Context: an optimization exercise on an open-source flow, tuned for small area, a short achievable clock period and few clock cycles per item. The choices shown serve that exercise and are no tape-out recipe. In this exercise RTL edits were held to simulation tests only and were not proved equivalent to the original. Power is estimated from default activity; no workload was simulated.

## onyx
==> flow/design.v <==
package gf_field_pkg;
  localparam int FIELD_W = 163;
  localparam int DIGIT_W = 28;
  localparam int NUM_DIGITS = 6;
  localparam int REST_W = (NUM_DIGITS - 1) * DIGIT_W;
  localparam int TOP_W  = FIELD_W - REST_W;
  localparam int CHUNKS  = (FIELD_W + DIGIT_W - 1) / DIGIT_W;
  localparam int HALF_LO = DIGIT_W / 2;
  localparam int HALF_HI = DIGIT_W - HALF_LO;
  localparam int KARATSUBA_LEVELS = 1;
  typedef logic [FIELD_W-1:0] gf_elem_t;
  typedef logic [DIGIT_W-1:0] gf_digit_t;
endpackage
package mult_seq_pkg;
  localparam int NUM_STEPS = 6;
  typedef logic [NUM_STEPS-1:0] step_t;
endpackage
`timescale 1ns/1ns
module digit_feeder
(
  input  logic      clk,
  input  logic      rst_n,
  input  logic      start,
  input  gf_field_pkg::gf_elem_t  a,
  input  gf_field_pkg::gf_elem_t  b,
  output gf_field_pkg::gf_elem_t  a_reg,
  output logic [gf_field_pkg::CHUNKS*gf_field_pkg::HALF_HI-1:0] a_sum,
  output gf_field_pkg::gf_digit_t digit,
  output logic [gf_field_pkg::HALF_HI-1:0] d_sum,
  output mult_seq_pkg::step_t     step,
  output logic      running
);
  localparam int D = gf_field_pkg::DIGIT_W;
  localparam int R = gf_field_pkg::REST_W;
  localparam int C = gf_field_pkg::CHUNKS;
  localparam int L = gf_field_pkg::HALF_LO;
  localparam int U = gf_field_pkg::HALF_HI;
  logic [C*D-1:0] a_pad;
  logic [C*U-1:0] a_sum_in;
  logic [R-1:0]                        b_sh;       
  gf_field_pkg::gf_digit_t             nxt;        
  always_ff @(posedge clk or negedge rst_n) begin
    if (!rst_n) begin
      running <= 1'b0;
      step    <= '0;
    end else begin
      running <= start;
      if (!start)
        step <= '0;
      else if (!running)
        step <= mult_seq_pkg::step_t'(1);
      else
        step <= step << 1;
    end
  end
  assign nxt = running ? b_sh[R-1 -: D] : D'(b[gf_field_pkg::FIELD_W-1:R]);
  assign a_pad = (C*D)'(a);
  always_comb begin
    for (int m = 0; m < C; m++)
      a_sum_in[m*U +: U] = a_pad[m*D + L +: U] ^ U'(a_pad[m*D +: L]);
  end
  always_ff @(posedge clk) begin
    if (!running) begin
      a_reg <= a;
      a_sum <= a_sum_in;
      b_sh  <= b[R-1:0];
    end else begin
      b_sh  <= b_sh << D;
    end
    digit <= nxt;
    d_sum <= nxt[D-1:L] ^ U'(nxt[L-1:0]);
  end
endmodule
`timescale 1ns/1ns
module digit_mac
(
  input  logic      clk,
  input  gf_field_pkg::gf_elem_t  a_reg,
  input  logic [gf_field_pkg::CHUNKS*gf_field_pkg::HALF_HI-1:0] a_sum,
  input  gf_field_pkg::gf_digit_t digit,
  input  logic [gf_field_pkg::HALF_HI-1:0] d_sum,
  input  logic      first,
  output gf_field_pkg::gf_elem_t  acc,
  output gf_field_pkg::gf_elem_t  acc_next
);
  localparam int W  = gf_field_pkg::FIELD_W;
  localparam int D  = gf_field_pkg::DIGIT_W;
  localparam int WW = W + D;                    
  logic [W-1:0]  acc_fb;
  logic [WW-1:0] wide;
  assign acc_fb = first ? '0 : acc;
  localparam int NC = gf_field_pkg::CHUNKS;
  localparam int L  = gf_field_pkg::HALF_LO;
  localparam int U  = gf_field_pkg::HALF_HI;
  logic [NC*D-1:0] a_pad;
  logic [2*D-2:0]  prod [NC];
  assign a_pad = (NC*D)'(a_reg);
  for (genvar m = 0; m < NC; m++) begin : g_chunk
    logic [2*L-2:0] zl;
    logic [2*U-2:0] zh, zm;
    clmul_kara #(.N(L), .LEVELS(gf_field_pkg::KARATSUBA_LEVELS)) u_lo (
      .x (a_pad[m*D +: L]),
      .y (digit[L-1:0]),
      .z (zl)
    );
    clmul_kara #(.N(U), .LEVELS(gf_field_pkg::KARATSUBA_LEVELS)) u_hi (
      .x (a_pad[m*D + L +: U]),
      .y (digit[D-1:L]),
      .z (zh)
    );
    clmul_kara #(.N(U), .LEVELS(gf_field_pkg::KARATSUBA_LEVELS)) u_mid (
      .x (a_sum[m*U +: U]),
      .y (d_sum),
      .z (zm)
    );
    assign prod[m] = (2*D-1)'(zl)
                   ^ ((2*D-1)'(zm ^ zh ^ (2*U-1)'(zl)) << L)
                   ^ ((2*D-1)'(zh) << (2*L));
  end
  always_comb begin
    wide = {acc_fb, {D{1'b0}}};
    for (int m = 0; m < NC; m++)
      wide = wide ^ (WW'(prod[m]) << (m*D));
  end
  always_comb begin
    acc_next = wide[W-1:0];
    for (int j = 0; j < D; j++) begin
      acc_next[j]     = acc_next[j]     ^ wide[W+j];
      acc_next[j + 3] = acc_next[j + 3] ^ wide[W+j];
      acc_next[j + 6] = acc_next[j + 6] ^ wide[W+j];
      acc_next[j + 7] = acc_next[j + 7] ^ wide[W+j];
    end
  end
  always_ff @(posedge clk) acc <= acc_next;
endmodule
module clmul_kara #(
  parameter int N      = 28,
  parameter int LEVELS = 2
) (
  input  logic [N-1:0]   x,
  input  logic [N-1:0]   y,
  output logic [2*N-2:0] z
);
  if (LEVELS == 0 || N < 4) begin : g_school
    always_comb begin
      z = '0;
      for (int i = 0; i < N; i++)
        z = z ^ (((2*N-1)'(x) << i) & {(2*N-1){y[i]}});
    end
  end else begin : g_split
    localparam int L = N / 2;
    localparam int U = N - L;
    logic [2*L-2:0] zl;
    logic [2*U-2:0] zh, zm;
    clmul_kara #(.N(L), .LEVELS(LEVELS - 1)) u_lo (
      .x (x[L-1:0]),
      .y (y[L-1:0]),
      .z (zl)
    );
    clmul_kara #(.N(U), .LEVELS(LEVELS - 1)) u_hi (
      .x (x[N-1:L]),
      .y (y[N-1:L]),
      .z (zh)
    );
    clmul_kara #(.N(U), .LEVELS(LEVELS - 1)) u_mid (
      .x (x[N-1:L] ^ U'(x[L-1:0])),
      .y (y[N-1:L] ^ U'(y[L-1:0])),
      .z (zm)
    );
    assign z = (2*N-1)'(zl)
             ^ ((2*N-1)'(zm ^ zh ^ (2*U-1)'(zl)) << L)
             ^ ((2*N-1)'(zh) << (2*L));
  end
endmodule
`timescale 1ns/1ns
module result_stage
(
  input  logic     clk,
  input  logic     rst_n,
  input  logic     start,
  input  logic     last,
  input  gf_field_pkg::gf_elem_t acc,
  output gf_field_pkg::gf_elem_t p,
  output logic     done
);
  gf_field_pkg::gf_elem_t p_hold;    
  logic                   show;      
  always_ff @(posedge clk or negedge rst_n) begin
    if (!rst_n) begin
      p_hold <= '0;
      show   <= 1'b0;
      done   <= 1'b0;
    end else begin
      show <= start && last;
      if (show)
        p_hold <= acc;
      if (!start)
        done <= 1'b0;
      else if (last)
        done <= 1'b1;
    end
  end
  assign p = show ? acc : p_hold;
endmodule
`timescale 1ns/1ns
module gf_mult_top
(
  input  logic     clk,
  input  logic     rst_n,
  input  logic     start,
  input  gf_field_pkg::gf_elem_t a,
  input  gf_field_pkg::gf_elem_t b,
  output gf_field_pkg::gf_elem_t p,
  output logic     done
);
  gf_field_pkg::gf_elem_t              a_reg;
  gf_field_pkg::gf_digit_t             digit;
  logic [gf_field_pkg::CHUNKS*gf_field_pkg::HALF_HI-1:0] a_sum;
  logic [gf_field_pkg::HALF_HI-1:0]    d_sum;
  mult_seq_pkg::step_t                 step;
  logic                                running;
  gf_field_pkg::gf_elem_t              acc;
  gf_field_pkg::gf_elem_t              acc_next;
  digit_feeder u_feeder (
    .clk     (clk),
    .rst_n   (rst_n),
    .start   (start),
    .a       (a),
    .b       (b),
    .a_reg   (a_reg),
    .a_sum   (a_sum),
    .digit   (digit),
    .d_sum   (d_sum),
    .step    (step),
    .running (running)
  );
  digit_mac u_mac (
    .clk      (clk),
    .a_reg    (a_reg),
    .a_sum    (a_sum),
    .digit    (digit),
    .d_sum    (d_sum),
    .first    (step[0]),
    .acc      (acc),
    .acc_next (acc_next)
  );
  result_stage u_result (
    .clk      (clk),
    .rst_n    (rst_n),
    .start    (start),
    .last     (step[gf_field_pkg::NUM_DIGITS-1]),
    .acc      (acc),
    .p        (p),
    .done     (done)
  );
endmodule
clock: 8.0 ns
lec_check: 0
cap_margin: 20
core_margin: 2
core_utilization: 50
cts_buf_list: sky130_fd_sc_hd__clkbuf_8
setup_slack_margin: 4.5
slew_margin: 20
standard.sh (not shown) runs the stock make flow with config.mk's settings and CLKGATE_MAP_FILE= SYNTH_SCRIPT=/design/flow/synth_recipe.tcl, a recipe that flattens the netlist after the stock synthesis.
==> flow/flow/run.sh <==
#!/bin/bash
set -euo pipefail
export BUFFER_PORTS_ARGS="-buffer_cell sky130_fd_sc_hd__buf_1"
bash standard.sh > standard.log 2>&1
onyx did not stop at any stage, and its layout met the timing, DRC and antenna checks.
Testbench counts of onyx, summed over its fixed seeds: cycles 3,072, items 384.
## Diff of input files: juniper against onyx
diff --git a/flow/design.v b/flow/design.v
--- a/flow/design.v
+++ b/flow/design.v
@@ -1,20 +1,20 @@
 package gf_field_pkg;
   localparam int FIELD_W = 163;
-  localparam int DIGIT_W = 28;
-  localparam int NUM_DIGITS = 6;
+  localparam int DIGIT_W = 33;
+  localparam int NUM_DIGITS = 5;
   localparam int REST_W = (NUM_DIGITS - 1) * DIGIT_W;
   localparam int TOP_W  = FIELD_W - REST_W;
   localparam int CHUNKS  = (FIELD_W + DIGIT_W - 1) / DIGIT_W;
   localparam int HALF_LO = DIGIT_W / 2;
   localparam int HALF_HI = DIGIT_W - HALF_LO;
   localparam int KARATSUBA_LEVELS = 1;
   typedef logic [FIELD_W-1:0] gf_elem_t;
   typedef logic [DIGIT_W-1:0] gf_digit_t;
 endpackage
 package mult_seq_pkg;
-  localparam int NUM_STEPS = 6;
+  localparam int NUM_STEPS = 5;
   typedef logic [NUM_STEPS-1:0] step_t;
 endpackage
 `timescale 1ns/1ns
 module digit_feeder
 (
Results
Taking onyx as the reference point, the total routed wire length on the met1 layer of juniper rises by 12%.
Between onyx and juniper, the effective utilization at floorplan does not differ in any meaningful way.
From onyx to juniper the numbers moved as follows: sequential power share lower, sequential cell power moved up, maximum achievable frequency fell by about 0.47%.
juniper gives less sequential fraction of the synthesis area than onyx did.
In the metrics for juniper and onyx, the one carrying the lower cell area after synthesis is onyx.
Going from onyx to juniper, met3 track demand over resource up 0.75 points; worst max-slew margin expressed relative to the limit rose 4.2 points.
Number of cells in the finished layout apart from fillers, juniper and onyx: smaller value in onyx
In juniper, combinational fraction of design power is higher than in onyx.
Testbench counts of juniper, summed over its fixed seeds: cycles 2,688, items 384.

-- separate check: timing with driven ports --
The results above use ideal ports. As a check the final layouts listed here were re-extracted and re-timed, cells and wires unchanged. Step 1 sets driving cells, clkbuf_16 on the clock port and buf_2 on the other inputs (assumed; they add their load-dependent delay and slew). Step 2 times the ports against the registers' clock, not the clock port: input delays grow and output delays shrink by t, the midpoint of the rising clock arrivals with the driver on. Slacks: ideal ports / drivers / drivers and shift; pairs: ideal ports / drivers.
| run | t (ns) | setup WS [ns] | worst setup path after step 2 | worst register clock-pin slew, ns | cell pins on the clock port's net |
|---|---|---|---|---|---|
| onyx | 0.964 | 4.106 / 4.031 / 4.397 | register to register | 0.08 / 0.08 | 1 |
| juniper | 1.004 | 4.087 / 3.997 / 4.335 | register to register | 0.07 / 0.07 | 1 |
After both steps every run listed still meets setup and hold.
